This is an optimization exercise on Yosys and OpenROAD, whose aim is small area, not a production implementation.
Only simulation tests tie the RTL to the original design; equivalence was not proved.
Power and IR drop assume default switching activity.

==> flow/design.v <==
`default_nettype none
module mat_vec_loader #(
  parameter int DATA_WIDTH = 8,
  parameter int ADDR_WIDTH = 32
) (
  input  logic                      clk,
  input  logic                      rst,
  input  logic                      start,
  input  logic [ADDR_WIDTH-1:0]     base_addr,
  output logic                      busy,
  output logic                      done,
  output logic [24*DATA_WIDTH-1:0]  result,           
  output logic [ADDR_WIDTH-1:0]     mem_address,
  output logic                      mem_read,
  input  logic                      mem_waitrequest,
  input  logic [8*DATA_WIDTH-1:0]   mem_readdata,
  input  logic                      mem_readdatavalid,
  output logic                      mvm_clr,
  output logic                      mvm_a_wren,
  output logic [8*DATA_WIDTH-1:0]   mvm_a_fifo_in,    
  output logic                      mvm_b_wren,
  output logic [DATA_WIDTH-1:0]     mvm_b_fifo_in,
  input  logic                      mvm_done,
  input  logic [24*DATA_WIDTH-1:0]  mvm_out           
);
  localparam int WORD_W = 8 * DATA_WIDTH;
  localparam int RES_W  = 3 * DATA_WIDTH;
  logic                  req_q, wait_q, wd_q, cap_q;
  logic [7:0]            sel_q;
  logic                  clr_q;
  logic                  done_prev_q;
  logic [3:0]            k_q;                 
  logic [ADDR_WIDTH-1:0] base_q;
  logic [WORD_W-1:0]     rows_q [7:0];
  logic [WORD_W-1:0]     bvec_q;
  logic [RES_W-1:0]      result_q [7:0];
  logic push, idle, accept, got, last, edge_seen;
  assign push      = |sel_q;
  assign idle      = ~(req_q | wait_q | push | wd_q | cap_q);
  assign accept    = idle & start;
  assign got       = wait_q & mem_readdatavalid;
  assign last      = k_q[3];
  assign edge_seen = wd_q & mvm_done & ~done_prev_q;
  always_ff @(posedge clk) begin
    if (rst) begin
      req_q  <= 1'b0;
      wait_q <= 1'b0;
      sel_q  <= '0;
      wd_q   <= 1'b0;
      cap_q  <= 1'b0;
      clr_q  <= 1'b0;
    end else begin
      req_q  <= accept | (got & ~last) | (req_q & mem_waitrequest);
      wait_q <= (req_q & ~mem_waitrequest) | (wait_q & ~mem_readdatavalid);
      sel_q  <= {sel_q[6:0], got & last};
      wd_q   <= sel_q[7] | (wd_q & ~edge_seen);
      cap_q  <= edge_seen;
      clr_q  <= accept;
    end
  end
  logic base_ld, base_hold;
  assign base_ld   = accept & ~rst;
  assign base_hold = ~accept & ~rst;
  always_ff @(posedge clk) begin
    base_q <= (base_addr & {ADDR_WIDTH{base_ld}}) | (base_q & {ADDR_WIDTH{base_hold}});
    if (accept | wd_q) begin
      done_prev_q <= mvm_done;
    end
    if (accept) begin
      k_q <= 4'd0;
    end else if (got) begin
      k_q <= k_q + 4'd1;
    end
  end
  logic [8:0] wr_ld, wr_hold;
  always_comb begin
    for (int r = 0; r < 8; r++) begin
      wr_ld[r] = got & ~last & (k_q[2:0] == 3'(r)) & ~rst;
      wr_hold[r] = ~(got & ~last & (k_q[2:0] == 3'(r))) & ~rst;
    end
    wr_ld[8]   = got & last & ~rst;
    wr_hold[8] = ~(got & last) & ~rst;
  end
  always_ff @(posedge clk) begin
    for (int r = 0; r < 8; r++) begin
      rows_q[r] <= (mem_readdata & {WORD_W{wr_ld[r]}}) | (rows_q[r] & {WORD_W{wr_hold[r]}});
    end
    bvec_q <= (mem_readdata & {WORD_W{wr_ld[8]}}) | (bvec_q & {WORD_W{wr_hold[8]}});
  end
  logic res_ld, res_hold;
  assign res_ld   = edge_seen & ~rst;
  assign res_hold = ~edge_seen & ~rst;
  always_ff @(posedge clk) begin
    for (int i = 0; i < 8; i++) begin
      result_q[i] <= (mvm_out[i*RES_W +: RES_W] & {RES_W{res_ld}}) |
                     (result_q[i] & {RES_W{res_hold}});
    end
  end
  logic [ADDR_WIDTH-1:0] addr;
  logic [4:0]            lo;
  logic [ADDR_WIDTH-4:0] grp;                 
  logic [ADDR_WIDTH-1:4] cy;
  assign lo = {1'b0, base_q[3:0]} + {1'b0, k_q};
  always_comb begin
    grp[0] = lo[4];
    for (int g = 1; g <= (ADDR_WIDTH-4)/4; g++) begin
      grp[g] = grp[g-1] & (&base_q[4*g +: 4]);
    end
    for (int b = 4; b < ADDR_WIDTH; b++) begin
      cy[b] = grp[(b-4)/4];
      for (int p = 4*((b-4)/4) + 4; p < b; p++) begin
        cy[b] = cy[b] & base_q[p];
      end
    end
    addr[3:0] = lo[3:0];
    for (int b = 4; b < ADDR_WIDTH; b++) begin
      addr[b] = base_q[b] ^ cy[b];
    end
  end
  logic [7:0] sel;
  assign sel = sel_q;
  always_comb begin
    mvm_b_fifo_in = '0;
    mvm_a_fifo_in = '0;
    for (int n = 0; n < 8; n++) begin
      mvm_b_fifo_in = mvm_b_fifo_in | (bvec_q[n*DATA_WIDTH +: DATA_WIDTH] & {DATA_WIDTH{sel[n]}});
      for (int i = 0; i < 8; i++) begin
        mvm_a_fifo_in[i*DATA_WIDTH +: DATA_WIDTH] = mvm_a_fifo_in[i*DATA_WIDTH +: DATA_WIDTH] |
          (rows_q[i][n*DATA_WIDTH +: DATA_WIDTH] & {DATA_WIDTH{sel[n]}});
      end
    end
  end
  assign busy        = req_q | wait_q | push | wd_q;
  assign done        = cap_q;
  assign mem_read    = req_q;
  assign mem_address = addr & {ADDR_WIDTH{req_q}};
  assign mvm_clr     = clr_q;
  assign mvm_a_wren  = push;
  assign mvm_b_wren  = push;
  for (genvar g = 0; g < 8; g++) begin : g_flat
    assign result[g*RES_W +: RES_W] = result_q[g];
  end
endmodule
`default_nettype wire
export LEC_CHECK = 0
export CAP_MARGIN = 20
export CORE_MARGIN = 2
export CORE_UTILIZATION = 70
export SLEW_MARGIN = 20
create_clock -name core_clock -period 5.0 [get_ports {clk}]
standard.sh (not shown) runs the stock make flow with config.mk's settings and CLKGATE_MAP_FILE= SYNTH_SCRIPT=/design/flow/synth_recipe.tcl, a recipe that flattens the netlist after the stock synthesis.
==> flow/flow/run.sh <==
#!/bin/bash
# Standard ORFS layout (standard synthesis unchanged) with two changes:
#  - port buffers are the smallest buffer, sky130_fd_sc_hd__buf_1 (every port still buffered);
#  - clock tree built from clkbuf_8 with larger sink clusters and no dummy loads.
set -euo pipefail
export BUFFER_PORTS_ARGS="-buffer_cell sky130_fd_sc_hd__buf_1"
export CTS_ARGS="-sink_clustering_enable -repair_clock_nets -dont_use_dummy_load -buf_list sky130_fd_sc_hd__clkbuf_8 -sink_clustering_size 16 -sink_clustering_max_diameter 60"
bash standard.sh > standard_flow.log 2>&1
Next try:
==> flow/flow/run.sh (replaced) <==
#!/bin/bash
# Standard ORFS layout (standard synthesis unchanged) with two changes:
#  - port buffers are the smallest buffer, sky130_fd_sc_hd__buf_1 (every port still buffered);
#  - clock tree built from clkbuf_4 with larger sink clusters and no dummy loads.
set -euo pipefail
export BUFFER_PORTS_ARGS="-buffer_cell sky130_fd_sc_hd__buf_1"
export CTS_ARGS="-sink_clustering_enable -repair_clock_nets -dont_use_dummy_load -buf_list sky130_fd_sc_hd__clkbuf_4 -sink_clustering_size 10 -sink_clustering_max_diameter 50"
bash standard.sh > standard_flow.log 2>&1
What happened: The changed run finished with timing, DRC and antenna clean. First-iteration DRC count goes down by 4.9%. Via count went up by 0.83%. Setup slack gets worse by 0.064 ns. Wire length grows by 0.67%. Power is lower by 1.4%. Clock-buffer cell count grows by 35.
Next try:
==> flow/flow/run.sh (replaced) <==
#!/bin/bash
# Standard ORFS layout (standard synthesis unchanged) with two changes:
#  - port buffers are the smallest buffer, sky130_fd_sc_hd__buf_1 (every port still buffered);
#  - clock tree built from clkbuf_8 with larger sink clusters and no dummy loads.
set -euo pipefail
export BUFFER_PORTS_ARGS="-buffer_cell sky130_fd_sc_hd__buf_1"
export CTS_ARGS="-sink_clustering_enable -repair_clock_nets -dont_use_dummy_load -buf_list sky130_fd_sc_hd__clkbuf_8 -sink_clustering_size 16 -sink_clustering_max_diameter 60"
bash standard.sh > standard_flow.log 2>&1
CORE_UTILIZATION = 80   (was 70)
Outcome:
- setup slack is better by 0.088 ns
- flip-flop and latch count is unchanged
- core utilization rises by 10 points
- synthesized area does not change
- fmax rises by 1.9%
Next try:
==> flow/flow/run.sh (replaced) <==
#!/bin/bash
# Standard ORFS layout (standard synthesis unchanged) with two changes:
#  - port buffers are the smallest buffer, sky130_fd_sc_hd__buf_1 (every port still buffered);
#  - clock tree built from clkbuf_4 with larger sink clusters and no dummy loads.
set -euo pipefail
export BUFFER_PORTS_ARGS="-buffer_cell sky130_fd_sc_hd__buf_1"
export CTS_ARGS="-sink_clustering_enable -repair_clock_nets -dont_use_dummy_load -buf_list sky130_fd_sc_hd__clkbuf_4 -sink_clustering_size 10 -sink_clustering_max_diameter 50"
bash standard.sh > standard_flow.log 2>&1
Outcome: The new run ran to the end with no violations. Non-clock buffer count came out higher by 1. Wire length went down slightly. Total power decreases slightly. Die area stays the same. Sequential cell count does not change.

## what the ideal ports hide
No port has a modelled driver above. Below, the same layouts with a new extraction and two added sets of constraints. Step 1, drivers: a clkbuf_16 drives clk and a buf_2 each remaining input, both assumed. Step 2, shift: input delay + t, output delay - t, t = (earliest + latest rising clock arrival at the registers) / 2. This alone moves slack from input paths to output paths. Slacks: no drivers / after step 1 / after step 2; pairs: no drivers / after step 1.
| run | shift t [ns] | setup slack, ns | clock arrival spread, ns | worst data-port slew with drivers (ns) | cell pins on the clock port's net |
|---|---|---|---|---|---|
| the first run | 0.772 | 0.331 / 0.274 / 1.045 | 0.079 / 0.079 | 0.26 | 1 |
| the second run | 0.893 | 0.267 / 0.210 / 1.104 | 0.087 / 0.087 | 0.25 | 1 |
| the third run | 0.772 | 0.355 / 0.300 / 1.073 | 0.051 / 0.051 | 0.27 | 1 |
| the fourth run | 0.921 | 0.256 / 0.196 / 1.117 | 0.077 / 0.078 | 0.22 | 1 |
After both steps every run listed still meets setup and hold.
